From an optimization exercise on the open Yosys and OpenROAD flow, aimed at small area and a short achievable clock period; shortcuts taken in it are not production practice.
RTL that was checked went through simulation tests only; none was proved equivalent to the original.
The RTL of run 2 was laid out without a check of its function.
Power is estimated from default activity; no workload was simulated.

$ cat design/flow/run.sh
#!/bin/bash
# synth_recipe.tcl (not shown) runs the flow's synth.tcl, then flattens the netlist and writes it again
# the make line also repeats each setting of config.mk as NAME=value (left out here)
make -C /OpenROAD-flow-scripts/flow DESIGN_CONFIG=/design/flow/config.mk WORK_HOME=/design/flow/orfs CLKGATE_MAP_FILE= SYNTH_SCRIPT=/design/flow/synth_recipe.tcl finish
$ cat design/flow/config.mk
export PLATFORM = sky130hd
export DESIGN_NAME = apbTimerSys
export DESIGN_NICKNAME = apbTimerSys
export VERILOG_FILES = /design/flow/design.v
export SDC_FILE = /design/flow/constraint.sdc
export NUM_CORES = 4
export LEC_CHECK = 0
export CAP_MARGIN = 20
export CORE_MARGIN = 2
export CORE_UTILIZATION = 40
export SLEW_MARGIN = 20
$ cat design/flow/constraint.sdc
create_clock -name core_clock -period 5.5 [get_ports {HCLK}]
set_input_delay 1.1000 -clock core_clock [delete_from_list [all_inputs] [get_ports {HCLK}]]
set_output_delay 1.1000 -clock core_clock [all_outputs]
set_load 0.01 [all_outputs]
$ cat design/flow/design.v
`default_nettype none
package apbTimerSysPkg;
    typedef logic [32-1:0] dataT;
    typedef logic [4-2:0] regIdxT;
    typedef logic [23-20:0] slotIdxT;
endpackage
`default_nettype wire
`timescale 1ns/10ps
`default_nettype none
module ahbApbBridge #(
    parameter int NumTimers = 8
) (
    input  logic                            HCLK,
    input  logic                            HRESETn,
    input  logic                            hsel_i,
    input  apbTimerSysPkg::dataT            haddr_i,
    input  logic [1:0]                      htrans_i,
    input  logic                            hwrite_i,
    input  logic                            hready_i,
    output logic                            hreadyout_o,
    output logic [NumTimers-1:0]            tsel_o,
    output apbTimerSysPkg::regIdxT          regIdx_o,
    output logic                            wrEn_o
);
    logic                       ready;
    logic                       wait1;
    logic                       wrPend;
    logic                       accept;
    apbTimerSysPkg::slotIdxT    slot;
    assign accept = ready & hsel_i & hready_i & htrans_i[1];
    assign slot   = haddr_i[23:20];
    always_ff @(posedge HCLK or negedge HRESETn) begin
        if (!HRESETn) begin
            ready  <= 1'b1;
            wait1  <= 1'b0;
            wrPend <= 1'b0;
        end else begin
            ready  <= ~accept & ~wait1;
            wait1  <= accept;
            wrPend <= wait1 & wrPend;
            if (ready) begin
                wrPend <= hwrite_i;
            end
        end
    end
    always_ff @(posedge HCLK) begin
        if (ready) begin
            for (int i = 0; i < NumTimers; i++) begin
                tsel_o[i] <= (slot == apbTimerSysPkg::slotIdxT'(i));
            end
            regIdx_o <= haddr_i[4:2];
        end
    end
    assign hreadyout_o = ready;
    assign wrEn_o      = wrPend & ~ready & ~wait1;
endmodule
`default_nettype wire
`timescale 1ns/10ps
`default_nettype none
module apbTimer (
    input  logic                    HCLK,
    input  logic                    HRESETn,
    input  logic                    sel_i,
    input  logic                    wrEn_i,
    input  apbTimerSysPkg::regIdxT  regIdx_i,
    input  apbTimerSysPkg::dataT    wdata_i,
    output apbTimerSysPkg::dataT    rdata_o,
    output logic                    irq_o
);
    apbTimerSysPkg::dataT   tmr;
    apbTimerSysPkg::dataT   pre;
    apbTimerSysPkg::dataT   cmp;
    apbTimerSysPkg::dataT   preCnt;
    logic                   en;
    logic                   irqEn;
    logic                   ovf;
    logic                   wrEn;
    logic                   tick;
    logic                   wrap;
    logic [7:0]             rsel;
    assign wrEn = sel_i & wrEn_i;
    assign tick = en && (preCnt == pre);
    assign wrap = tick && (tmr >= cmp);
    always_comb begin
        for (int i = 0; i < 8; i++) begin
            rsel[i] = (regIdx_i == apbTimerSysPkg::regIdxT'(i));
        end
    end
    always_ff @(posedge HCLK or negedge HRESETn) begin
        if (!HRESETn) begin
            pre    <= '0;
            cmp    <= '0;
            en     <= 1'b0;
            irqEn  <= 1'b0;
            preCnt <= '0;
            tmr    <= '0;
            ovf    <= 1'b0;
        end else begin
            if (wrEn && rsel[1]) begin
                pre <= wdata_i;
            end
            if (wrEn && rsel[2]) begin
                cmp <= wdata_i;
            end
            if (wrEn && rsel[4]) begin
                en <= wdata_i[0];
            end
            if (wrEn && rsel[5]) begin
                irqEn <= wdata_i[0];
            end
            if (wrEn && rsel[6]) begin
                preCnt <= wdata_i;
            end else if (!en || tick) begin
                preCnt <= '0;
            end else begin
                preCnt <= preCnt + 1'b1;
            end
            if (wrEn && rsel[0]) begin
                tmr <= wdata_i;
            end else if (wrap) begin
                tmr <= '0;
            end else if (tick) begin
                tmr <= tmr + 1'b1;
            end
            ovf <= wrap | (ovf & ~(wrEn && rsel[3] && wdata_i[0]));
        end
    end
    always_comb begin
        rdata_o = '0;
        if (sel_i) begin
            rdata_o = ({32{rsel[0]}}  & tmr)
                    | ({32{rsel[1]}}  & pre)
                    | ({32{rsel[2]}}  & cmp)
                    | ({32{rsel[6]}} & preCnt);
            rdata_o[0] = rdata_o[0]
                       | (rsel[3]   & ovf)
                       | (rsel[4]    & en)
                       | (rsel[5] & irqEn);
        end
    end
    assign irq_o = ovf & irqEn;
endmodule
`default_nettype wire
`timescale 1ns/10ps
`default_nettype none
module apbReadMux #(
    parameter int NumTimers = 4
) (
    input  apbTimerSysPkg::dataT [NumTimers-1:0]    rdataVec_i,
    output apbTimerSysPkg::dataT                    rdata_o
);
    always_comb begin
        rdata_o = '0;
        for (int i = 0; i < NumTimers; i++) begin
            rdata_o = rdata_o | rdataVec_i[i];
        end
    end
endmodule
`default_nettype wire
`timescale 1ns/10ps
`default_nettype none
module apbTimerSys #(
    parameter int NumTimers = 8
) (
    input  logic                    HCLK,
    input  logic                    HRESETn,
    input  logic                    hsel_i,
    input  apbTimerSysPkg::dataT    haddr_i,
    input  logic [1:0]              htrans_i,
    input  logic                    hwrite_i,
    input  logic                    hready_i,
    input  apbTimerSysPkg::dataT    hwdata_i,
    output apbTimerSysPkg::dataT    hrdata_o,
    output logic                    hreadyout_o,
    output logic [NumTimers-1:0]    irq_o
);
    logic [NumTimers-1:0]                   tsel;
    apbTimerSysPkg::regIdxT                 regIdx;
    logic                                   wrEn;
    apbTimerSysPkg::dataT [NumTimers-1:0]   rdataVec;
    apbTimerSysPkg::dataT                   rdata;
    apbTimerSysPkg::dataT                   rdataReg;
    ahbApbBridge #(
        .NumTimers  (NumTimers)
    ) ahbApbBridge_i (
        .HCLK        (HCLK),
        .HRESETn     (HRESETn),
        .hsel_i      (hsel_i),
        .haddr_i     (haddr_i),
        .htrans_i    (htrans_i),
        .hwrite_i    (hwrite_i),
        .hready_i    (hready_i),
        .hreadyout_o (hreadyout_o),
        .tsel_o      (tsel),
        .regIdx_o    (regIdx),
        .wrEn_o      (wrEn)
    );
    for (genvar i = 0; i < NumTimers; i++) begin : genTimer
        apbTimer apbTimer_i (
            .HCLK      (HCLK),
            .HRESETn   (HRESETn),
            .sel_i     (tsel[i]),
            .wrEn_i    (wrEn),
            .regIdx_i  (regIdx),
            .wdata_i   (hwdata_i),
            .rdata_o   (rdataVec[i]),
            .irq_o     (irq_o[i])
        );
    end
    apbReadMux #(
        .NumTimers  (NumTimers)
    ) apbReadMux_i (
        .rdataVec_i  (rdataVec),
        .rdata_o     (rdata)
    );
    always_ff @(posedge HCLK) begin
        rdataReg <= rdata;
    end
    assign hrdata_o = rdataReg;
endmodule
`default_nettype wire
==> run notes, run 1 <==
Worst setup path
The critical path goes through ha_1, a21oi_1, o21ai_1, a221o_1, a2111oi_0, o21ai_2, nor2_2, nand3_1, or4_1, nand3_1. The cell class contributing the biggest share of worst-path delay is compound AO/OA/AOI/OAI gates. The number of cells on the worst reg-to-reg path is 10.

The startpoint identified for the worst register-to-register timing path is genTimer[5].apbTimer_i.tmr[17]. The worst setup path startpoint is genTimer[5].apbTimer_i.tmr[17]. The worst-case register-to-register setup slack is roughly 1.5 ns. The highest fanout seen on the critical path is 11.

The category of the critical setup timing path is register to register. In this run the critical register-to-register path is captured at genTimer[5].apbTimer_i.tmr[28]. The endpoint class of the critical path is a register.

On the worst path, the slowest cell contributes a delay of 0.82 ns. The worst setup path is launched from a register. The slowest stage of the critical path belongs to the cell sky130_fd_sc_hd__a2111oi_0. The cell type with the highest occurrence count on the critical path is sky130_fd_sc_hd__nand3_1. The worst path required time is 6.24 ns. The critical path contains buffers and inverters numbering 0 combined. The arrival time of the worst setup path is around 4.7 ns.

Clocking
Clock tree synthesis found a total of ~1100 sinks. The cell sitting at the root of the clock tree is a sky130_fd_sc_hd__clkbuf_16. The clock network latency to the later pin of the worst-skew pair is 0.81 ns. The number of setup buffers added after CTS is 0. The H-tree depth is 4. The hold buffer count at cts is 0. The number of cells upsized or downsized after cts is 0. TritonCTS built the clock tree. The number of CTS-inserted buffers is around 130. The maximum clock path buffer count is 3.

Clock-pin slew was measured on the worst setup and hold paths at around 0.060 ns.

Route
The residual DRC count is 0. The residual antenna-violating net count after detailed routing is 0. The first detailed-routing pass took 6 iterations. After detailed routing, the number of vias per cell comes to between 6 and 7. The sum of routed wire length over all layers is approximately 270000 µm. After detailed routing, the average wire length per cell comes to between 20 and 30 µm. After the first detailed-routing iteration, the DRC count stood at approximately 7300.

The routed layout has approximately 59000 vias.

Die
The initial utilization of the core area, before any placement, comes to 0.4034. ~110 I/O pins were placed. The die area is between 0.15 and 0.2 mm².

The number of standard-cell rows in the floorplan is 149. Measured along the y axis, the die boundary spans ~400 µm. In this run the horizontal extent of the chip is approximately 410 µm.

The floorplan core area is around 0.17 mm².

Finish
The share of post-route cells with drive strength above 1 is 0.1356. The area added between synthesis and finish is 11.32%. Once layout is done, the placed cells without fillers occupy 0.07417 mm². After filler insertion, the fill cell instance count of the layout stands at approximately 16000. The net count of the finished layout is 7502.

Yosys
In the synthesized netlist, the number of instances is between 7000 and 8000. Counting flops and latches in the post-synthesis netlist gives approximately 1100. The dominant synthesized flop cell is sky130_fd_sc_hd__dfrtp_1. The cell type with the highest aggregate area in the netlist is sky130_fd_sc_hd__dfrtp_1. The area share of the leading cell type in the synthesized netlist is 0.3944. The share of synthesized registers carrying an async set or reset is 0.9607. The share of the Yosys chip area taken by registers is 0.4093. The total nets after synthesis is 7644. For this run, the number of Yosys warnings is 4.

By area the synthesized netlist is led by sky130_fd_sc_hd__dfrtp_1 (39%), sky130_fd_sc_hd__mux2_2 (9.0%), sky130_fd_sc_hd__a22oi_1 (7.3%). The mapped netlist covers ~0.067 mm². Dividing the synthesized area by the synthesized cell count gives 9.126 µm². Yosys mapped a number of flops with a built-in enable equal to 11. Synthesis instantiated 82 different standard cells from the library.

Placement
The total cell area at the placement stage is approximately 0.069 mm². The congestion estimate from routability-driven global placement came to approximately 0.99. Once detailed placement completed, the half-perimeter wirelength came to around 180000 µm. In this run the tool buffered the top-level ports with 85 buffer cells.

Global routing
Global routing finished with a remaining overflow of 0. The number of antenna violations at the first check in global routing came to 13. The number of global-route vias before repair is roughly 55000. The global-route wire length before repair is 388600 µm.

The pin count of the biggest net entering global routing is around 120. The overall routing resource usage is 0.3095.

STA
Setup repair after global routing left no endpoint under its margin. The sum of negative setup slack is 0 ns. At the pin with the least slew margin, the transition time is about 1.1 ns. The time the worst path needs with I/O delays and setup is about 4.0 ns.

The number of endpoints with negative hold slack in the final report is 0. The number of max-slew violations in the final report is 0. Derived from the worst setup path, the maximum achievable clock frequency is roughly 250 MHz. Across all hold checks on the routed design, the worst slack comes to between 0.2 and 0.3 ns.

Between clock sinks in the finished design, the worst skew comes to approximately 0.031 ns. Headroom to the max-slew limit came out at 0.2522. Of the available clock period, the critical path in the final layout requires 0.7267. The total setup violations reported at the end of the flow is 0.

Run status
The run finished with no timing, DRC or antenna violations.

Power and ir drop
The switching power is around 7700 µW. Of the total power, combinational logic draws 0.192. For this design the static power due to leakage is 0.03131 µW. Of the total power, the share spent switching nets is 0.3267. The internal power contribution is ~16000 µW.

The part of the power in registers is 0.412. In this run the power density over the cells is approximately 320 mW/mm². The worst-case IR drop observed on VDD is about 0.34 mV.

The share of total power dissipated in the clock network is 0.397.

Min path
In this run the worst hold path is classified as input port to async pin.

Flow run
The reported max-cap violation count is 0.
state kept, by name, indices dropped and copies added, names as in the netlist:
signal / flops
genTimer.apbTimer_i.cmp: 256
genTimer.apbTimer_i.en: 8
ahbApbBridge_i.tsel_o: 8
ahbApbBridge_i.ready: 1
genTimer.apbTimer_i.irqEn: 8
genTimer.apbTimer_i.pre: 256
ahbApbBridge_i.wait1: 1
genTimer.apbTimer_i.preCnt: 256
genTimer.apbTimer_i.tmr: 256
ahbApbBridge_i.regIdx_o: 3
rdataReg: 32
genTimer.apbTimer_i.ovf: 8
ahbApbBridge_i.wrPend: 1
cells in the mapped netlist (all sizes together) (50+ instances only):
cell type  instances
a21oi            196
a22oi            649
a31oi            163
and3             143
buf               84
clkbuf           426
dfrtp           1050
ha               272
inv              304
mux2             534
nand2            919
nand3            248
nand3b            55
nand4            137
nor2             438
nor3              68
nor4              67
o21ai            566
or3               50
xnor2            199
xor2             296
metal layers:
layer | global-route usage | up-vias | part of all wire
met1 | 0.4311 | 29592 | 0.42
met2 | 0.4390 | 3148 | 0.41
met5 | 0 | - | 0
met4 | 0.1582 | 0 | 0.057
met3 | 0.08228 | 575 | 0.11
li1 | - | 25954 | -
power by group through the flow:
stage / sequential, µW / clock, µW / combinational (µW)
6_report: 9760 / 9400 / 4540
2_1_floorplan: 9520 / 0 / 2670
3_5_place_dp: 9850 / 0 / 4410
3_3_place_gp: 9820 / 0 / 4340
5_1_grt: 9850 / 9810 / 4900
4_1_cts: 9720 / 9490 / 4430
area by class of cell:
cell class                 count  area, µm²  share of cell area
antenna                        6      15.01           0.0002024
inverter                     304       1141             0.01539
clock buffer                 190       3867             0.05215
multi-input combinational   5393      36330              0.4899
timing repair buffer         232       2068             0.02789
tap                         2189       2739             0.03693
sequential                  1094      27270              0.3677
clock inverter                52      730.7            0.009852
how the worst max path moves through the flow:
stage	to	slack, ns	cells past startpoint
2_1_floorplan	genTimer[5].apbTimer_i.tmr[31]	2.71	9
6_report	genTimer[5].apbTimer_i.tmr[28]	1.50	10
3_3_place_gp	genTimer[5].apbTimer_i.tmr[28]	1.47	10
3_5_place_dp	genTimer[5].apbTimer_i.tmr[28]	1.50	10
4_1_cts	genTimer[5].apbTimer_i.tmr[28]	1.49	10
5_1_grt	genTimer[5].apbTimer_i.tmr[28]	1.29	10
cells by family after synthesis:
group	share of synthesized area
flip-flops	0.4093
AND/OR/NAND/NOR	0.1682
multiplexers	0.09311
XOR/XNOR	0.06507
buffers and inverters	0.04693
adder cells (fa/ha/maj)	0.05108
AO/OA/AOI/OAI	0.1663
layout by cell type (no fill, tap or decap), drive strengths merged, types with 12 or more instances in the layout:
cell type	instances
dfrtp	1050
nand2	919
a22oi	649
o21ai	566
mux2	534
nor2	438
inv	319
xor2	296
ha	272
nand3	248
xnor2	199
a21oi	196
clkbuf	190
buf	180
a31oi	163
and3	143
nand4	137
nor3	68
nor4	67
nand3b	55
clkdlybuf4s50	52
or3	50
nor2b	45
and4	43
and2	40
a21o	33
dfxtp	32
clkinv	22
nand4b	21
o211ai	19
or4	19
o311ai	18
a211oi	16
nand2b	15
a211o	13
bufinv	12
metrics by stage:
step	cells	total power, µW	setup WS, ns	utilization
after floorplan	7301	12190	2.710	-
after global placement	9208	14160	1.472	0.4205
after detailed placement	9208	14260	1.498	0.4205
after CTS	9450	23640	1.488	0.4484
after global routing	9455	24550	1.289	0.4489
final	9460	23700	1.503	0.4490
==> run 2: changes to the inputs <==
--- a/design/flow/design.v
+++ b/design/flow/design.v
@@ -60,6 +60,7 @@
 module apbTimer (
     input  logic                    HCLK,
     input  logic                    HRESETn,
+    input  logic                    rstn_i,
     input  logic                    sel_i,
     input  logic                    wrEn_i,
     input  apbTimerSysPkg::regIdxT  regIdx_i,
@@ -79,8 +80,45 @@
     logic                   wrap;
     logic [7:0]             rsel;
     assign wrEn = sel_i & wrEn_i;
+    logic                   tmrGeCmp;
+    apbTimerSysPkg::dataT   tmrInc;
+    apbTimerSysPkg::dataT   preCntInc;
+    function automatic apbTimerSysPkg::dataT incr(input apbTimerSysPkg::dataT x);
+        for (int i = 0; i < 32; i++) begin
+            incr[i] = x[i] ^ (&(x | ~((32'(1) << i) - 1)));
+        end
+    endfunction
+    function automatic logic geTree(input apbTimerSysPkg::dataT a, input apbTimerSysPkg::dataT b);
+        logic [31:0] g0, e0;
+        logic [15:0] g1, e1;
+        logic [7:0]  g2, e2;
+        logic [3:0]  g3, e3;
+        logic [1:0]  g4, e4;
+        g0 = a & ~b;
+        e0 = ~(a ^ b);
+        for (int i = 0; i < 16; i++) begin
+            g1[i] = g0[2*i+1] | (e0[2*i+1] & g0[2*i]);
+            e1[i] = e0[2*i+1] & e0[2*i];
+        end
+        for (int i = 0; i < 8; i++) begin
+            g2[i] = g1[2*i+1] | (e1[2*i+1] & g1[2*i]);
+            e2[i] = e1[2*i+1] & e1[2*i];
+        end
+        for (int i = 0; i < 4; i++) begin
+            g3[i] = g2[2*i+1] | (e2[2*i+1] & g2[2*i]);
+            e3[i] = e2[2*i+1] & e2[2*i];
+        end
+        for (int i = 0; i < 2; i++) begin
+            g4[i] = g3[2*i+1] | (e3[2*i+1] & g3[2*i]);
+            e4[i] = e3[2*i+1] & e3[2*i];
+        end
+        geTree = g4[1] | (e4[1] & g4[0]) | (e4[1] & e4[0]);
+    endfunction
+    assign tmrInc    = incr(tmr);
+    assign preCntInc = incr(preCnt);
+    assign tmrGeCmp  = geTree(tmr, cmp);
     assign tick = en && (preCnt == pre);
-    assign wrap = tick && (tmr >= cmp);
+    assign wrap = tick && tmrGeCmp;
     always_comb begin
         for (int i = 0; i < 8; i++) begin
             rsel[i] = (regIdx_i == apbTimerSysPkg::regIdxT'(i));
@@ -88,42 +126,36 @@
     end
     always_ff @(posedge HCLK or negedge HRESETn) begin
         if (!HRESETn) begin
-            pre    <= '0;
-            cmp    <= '0;
-            en     <= 1'b0;
-            irqEn  <= 1'b0;
+            irqEn <= 1'b0;
+        end else if (wrEn && rsel[5]) begin
+            irqEn <= wdata_i[0];
+        end
+    end
+    always_ff @(posedge HCLK) begin
+        if ((wrEn && rsel[1]) || !rstn_i) begin
+            pre <= wdata_i;
+        end
+        if ((wrEn && rsel[2]) || !rstn_i) begin
+            cmp <= wdata_i;
+        end
+        if ((wrEn && rsel[4]) || !rstn_i) begin
+            en <= wdata_i[0];
+        end
+        if (wrEn && rsel[6]) begin
+            preCnt <= wdata_i;
+        end else if (!en || tick || !rstn_i) begin
             preCnt <= '0;
-            tmr    <= '0;
-            ovf    <= 1'b0;
         end else begin
-            if (wrEn && rsel[1]) begin
-                pre <= wdata_i;
-            end
-            if (wrEn && rsel[2]) begin
-                cmp <= wdata_i;
-            end
-            if (wrEn && rsel[4]) begin
-                en <= wdata_i[0];
-            end
-            if (wrEn && rsel[5]) begin
-                irqEn <= wdata_i[0];
-            end
-            if (wrEn && rsel[6]) begin
-                preCnt <= wdata_i;
-            end else if (!en || tick) begin
-                preCnt <= '0;
-            end else begin
-                preCnt <= preCnt + 1'b1;
-            end
-            if (wrEn && rsel[0]) begin
-                tmr <= wdata_i;
-            end else if (wrap) begin
-                tmr <= '0;
-            end else if (tick) begin
-                tmr <= tmr + 1'b1;
-            end
-            ovf <= wrap | (ovf & ~(wrEn && rsel[3] && wdata_i[0]));
-        end
+            preCnt <= preCntInc;
+        end
+        if (wrEn && rsel[0]) begin
+            tmr <= wdata_i;
+        end else if (wrap || !rstn_i) begin
+            tmr <= '0;
+        end else if (tick) begin
+            tmr <= tmrInc;
+        end
+        ovf <= rstn_i & (wrap | (ovf & ~(wrEn && rsel[3] && wdata_i[0])));
     end
     always_comb begin
         rdata_o = '0;
@@ -180,6 +212,8 @@
     apbTimerSysPkg::dataT [NumTimers-1:0]   rdataVec;
     apbTimerSysPkg::dataT                   rdata;
     apbTimerSysPkg::dataT                   rdataReg;
+    apbTimerSysPkg::dataT                   wdata;
+    assign wdata = hwdata_i & {32{HRESETn}};
     ahbApbBridge #(
         .NumTimers  (NumTimers)
     ) ahbApbBridge_i (
@@ -202,7 +236,8 @@
             .sel_i     (tsel[i]),
             .wrEn_i    (wrEn),
             .regIdx_i  (regIdx),
-            .wdata_i   (hwdata_i),
+            .rstn_i    (HRESETn),
+            .wdata_i   (wdata),
             .rdata_o   (rdataVec[i]),
             .irq_o     (irq_o[i])
         );
--- a/design/flow/config.mk
+++ b/design/flow/config.mk
@@ -7,5 +7,6 @@
 export LEC_CHECK = 0
 export CAP_MARGIN = 20
 export CORE_MARGIN = 2
-export CORE_UTILIZATION = 40
+export CORE_UTILIZATION = 55
+export SETUP_SLACK_MARGIN = 2.8
 export SLEW_MARGIN = 20
==> run 2 against run 1 <==
Global-route usage is 16 points higher; total power is 9.4% lower; flip-flop and latch count stayed put; critical endpoint is now rdataReg[22]; combinational power is 23% lower; largest power group unchanged; via count is 9.0% lower; first-iteration DRC count is 25% higher; area after synthesis is 9.8% lower; synthesized cell count is 22% lower; critical path type unchanged; wire length is 4.8% higher; cell count is 20% lower; fmax is 33% higher.
==> run notes, run 2 <==
Yosys
Of all cell types, the one taking the most synthesized area is sky130_fd_sc_hd__edfxtp_1. The number of instances in the synthesized netlist is ~5700. In the post-synthesis netlist, the cell with the most instances is sky130_fd_sc_hd__edfxtp_1. Counting instances in the post-synthesis netlist gives the leading cell types as sky130_fd_sc_hd__edfxtp_1 (787), sky130_fd_sc_hd__a22oi_1 (632), sky130_fd_sc_hd__nand2_1 (529), sky130_fd_sc_hd__xnor2_1 (443), sky130_fd_sc_hd__inv_1 (427). Of the synthesized area, sequential elements account for 0.4964.

After synthesis, the largest family of logic cells by area is compound AO/OA/AOI/OAI gates. The compound-gate portion of the synthesized area is 0.1686. For this run, the number of Yosys warnings is 4. By area the synthesized netlist is led by sky130_fd_sc_hd__edfxtp_1 (39%), sky130_fd_sc_hd__dfxtp_1 (9.9%), sky130_fd_sc_hd__a22oi_1 (7.9%).

Averaged over all synthesized cells, the footprint is 10.53 µm². The netlist area before placement is 0.06010 mm². After synthesis, the share of cell area in mux cells is 0.002332. Of the total synthesized cell area, the portion taken by full adders, half adders and majority gates is 0.06995. In this run, synthesis produced a sequential element count of 1094.

The area share of the leading cell type in the synthesized netlist is 0.3932. The dominant synthesized flop cell is sky130_fd_sc_hd__edfxtp_1. Of the total synthesized cell area, the portion taken by AND, OR, NAND and NOR gates is 0.1138. The number of different library cells in the post-synthesis netlist is around 80. The number of synthesized flops with an enable pin is ~800. The share of synthesized registers carrying an async set or reset is 0.01005.

Of the total synthesized cell area, the portion taken by XOR and XNOR cells is 0.09735. Counting every net in the synthesized netlist gives between 6000 and 7000.

STA
The number of max-slew violations in the final report is 0. The largest clock skew in the final design is roughly 0.032 ns. The number of endpoints with negative hold slack in the final report is 0. Timing would allow up to about 330 MHz. The total setup violations reported at the end of the flow is 0. After layout, the minimum clock period comes to 2.998 ns. The worst max-slew margin expressed relative to the limit is 0.1573. The sum of negative setup slack is 0 ns.

On the final layout, the worst hold slack is about 0.42 ns. The final worst-path cycle share is 0.5452. The transition time at the pin with the least slew margin is approximately 1.3 ns.

Setup repair after global routing could not meet its margin everywhere.

Finish
The number of filler instances in the final layout is about 8600. The final net count is about 6400. The top cell types in the final layout, fill and taps aside, are sky130_fd_sc_hd__edfxtp_1 (787), sky130_fd_sc_hd__a22oi_1 (559), sky130_fd_sc_hd__nand2_1 (469), sky130_fd_sc_hd__xnor2_1 (439), sky130_fd_sc_hd__inv_1 (418). The library cell used most frequently in the layout, excluding fill and tap cells, is sky130_fd_sc_hd__edfxtp_1. The area added between synthesis and finish is 20.46%.

Once layout is complete, the utilization of the core stands at 0.6669. Of the cells placed in the final design, the portion with a size suffix greater than 1 is 0.1721.

Route
The residual DRC count is 0. The count of TritonRoute iterations in the first routing pass is 6. The count of nets left with antenna violations once routing finished came out at 0.

The per-cell via count in the routed design is just over 7. Dividing the detail-routed wire length by the instance count gives ~37 µm. The via total after detailed routing is ~54000. The initial DRC count is between 9000 and 10000. The sum of routed wire length over all layers is about 280000 µm.

Global routing
For this run, the total global-route usage over all layers was measured as 0.4738. The global-route wire length before repair is around 370000 µm. The pin count of the biggest net entering global routing is between 80 and 90. The number of antenna violations at the first check in global routing is 43. The total overflow left after global routing is 0. The number of global-route vias before repair is approximately 48000.

Die
From bottom edge to top edge, the die measures 334.6 µm. The die is 334.6 µm wide. After floorplanning, the core was divided into ~120 placement rows.

The floorplan step defined a die boundary enclosing between 0.1 and 0.15 mm². The starting density of the core is 0.5536. The core region is roughly 0.11 mm². around 110 I/O pins were placed.

Worst setup path
The worst-case register-to-register setup slack is between 2 and 3 ns. Counting cells, the worst reg-to-reg path comes to 8. The endpoint class of the critical path is a register.

STA puts the critical path data required time at around 5.9 ns. In this run the worst path has a maximum fanout of between 40 and 50. The kind of launch point of the worst setup path is a register. The setup path with the least slack is of type register to register. The arrival time of the worst setup path is around 3.4 ns.

Clocking
The clock slew at the register clock pins of the worst setup and hold paths is 0.07 ns. The count of clock tree sinks is around 1100. The H-tree was split into 3 levels. The cell at the root of the clock tree is sky130_fd_sc_hd__clkbuf_16. The number of CTS-inserted buffers is 119. TritonCTS built the clock tree. No sink is reached through more buffers than the 3 on the longest clock path. The clock network latency to the later pin of the worst-skew pair is between 0.7 and 0.8 ns. The hold buffer count at cts is 0.

Placement
Input and output buffers added on the ports amount to 85. The wire-length estimate of the detail-placed layout is roughly 180000 µm. The congestion estimate from routability-driven global placement came to 1.009.

Power and ir drop
Across the VDD grid, the largest voltage drop is 0.2646 mV. The static leakage power is ~0.027 µW. In this run the power density over the cells is 296.7 mW/mm².

Min path
The path class of the tightest hold or removal check is input port to async pin.

Flow run
Across the run, the number of max-cap violations was 0.

Run status
The flow ran to the end and the layout has no timing, DRC or antenna violations.
## run 2: changes by cell type in the layout (fill, tap and decap cells not counted), moves of 255 or more
| cell | delta |
|---|---|
| sky130_fd_sc_hd__o21ai_0 | -497 |
| sky130_fd_sc_hd__o22ai_1 | +386 |
| sky130_fd_sc_hd__mux2_2 | -528 |
| sky130_fd_sc_hd__nand2_1 | -443 |
| sky130_fd_sc_hd__edfxtp_1 | +776 |
| sky130_fd_sc_hd__nor2_1 | -279 |
| sky130_fd_sc_hd__dfxtp_1 | +255 |
| sky130_fd_sc_hd__dfrtp_1 | -1040 |
## run 2: area by class of cell
type                    instances  area, µm²  area share
diodes                         12      30.03   0.0004148
clock buffers                 175       3477     0.04803
clock inverters                52      417.9    0.005772
inverters                     427       1620     0.02238
multi-input cells            3835      29520      0.4077
flip-flops and latches       1094      29850      0.4123
well taps                    1414       1769     0.02444
repair buffers                557       5718     0.07898
## run 2: critical path, cell delays in order (launching register included)
cell and delay [ns]:
sky130_fd_sc_hd__edfxtp_1 0.44, sky130_fd_sc_hd__buf_12 0.17, sky130_fd_sc_hd__nor3b_4 0.15, sky130_fd_sc_hd__buf_4 0.16, sky130_fd_sc_hd__clkbuf_16 0.21, sky130_fd_sc_hd__a22oi_2 0.23, sky130_fd_sc_hd__nand2_2 0.14, sky130_fd_sc_hd__a22oi_2 0.48
sky130_fd_sc_hd__nand4_1 0.57
## run 2: layer usage
layer  up-vias  share of wire  GRT usage
li1      22216              -          -
met1     26465           0.35     0.6223
met2      4255           0.40     0.6591
met3       968           0.16     0.1560
met4        32          0.091     0.3291
met5         -        0.00068          0
## run 2: timing repair
item                        CTS  global route
buffers inserted            100           182
resized for setup           275           279
setup endpoints to repair  1193           795
pin swaps                    75           125
cloned                       23            24
## run 2: power breakdown
| group | internal [µW] | switching [µW] |
|---|---|---|
| Sequential | 9370 | 441 |
| Combinational | 1150 | 2330 |
| Clock | 4640 | 3550 |
## run 2: cell families (layout without fill, tap and decap cells)
logic type      Yosys count  count (layout)
fa+ha+maj               336             336
flops                  1094            1094
compound gates         1451            1459
other cells               0              12
simple gates           1356            1360
buf+inv                 792            1211
xor+xnor                668             668
mux                      12              12
## run 2: path summary, 6_finish.rpt
kind | from | endpoint
worst max-delay path | ahbApbBridge_i.regIdx_o[0] | rdataReg[22]
worst min-delay path | HRESETn | ahbApbBridge_i.wrPend
worst max register to register | ahbApbBridge_i.regIdx_o[0] | rdataReg[22]
worst min register to register | ahbApbBridge_i.wait1 | ahbApbBridge_i.ready
max in group asynchronous | HRESETn | genTimer[2].apbTimer_i.irqEn
min in group core_clock | ahbApbBridge_i.wait1 | ahbApbBridge_i.ready
## run 2: stage by stage
stage	setup slack (ns)	cells	instance area (µm²)	power, µW
finish	2.502	7566	72400	21480
global placement	1.475	6997	62810	12630
CTS	2.576	7347	69060	20890
detailed placement	1.657	6997	62820	12660
floorplan	2.571	5709	60160	11230
global route	2.549	7554	72370	21830

[what the ideal ports hide]
The results above use ideal ports. As a check the final layouts listed here were re-extracted and re-timed, cells and wires unchanged.
Step 1 sets driving cells, clkbuf_16 on the clock port and buf_2 on the other inputs (assumed; they add their load-dependent delay and slew).
Step 2, shift: input delay + t, output delay - t, t = (earliest + latest rising clock arrival at the registers) / 2. This alone moves slack from input paths to output paths.
Three values: no drivers, after step 1, after step 2; two values: the first two.
| run | shift t [ns] | slack for setup (ns) | worst setup path after step 2 | worst slew at a driven data input, ns |
|---|---|---|---|---|
| run 1 | 0.883 | 1.503 / 1.503 / 1.503 | register to register | 0.13 |
| run 2 | 0.805 | 2.502 / 2.502 / 1.885 | input to register | 0.06 |
After both steps every run listed still meets setup and hold. The setup slack of run 2, which loses most, moves by 0.000 ns with the drivers and by -0.617 ns with both steps.
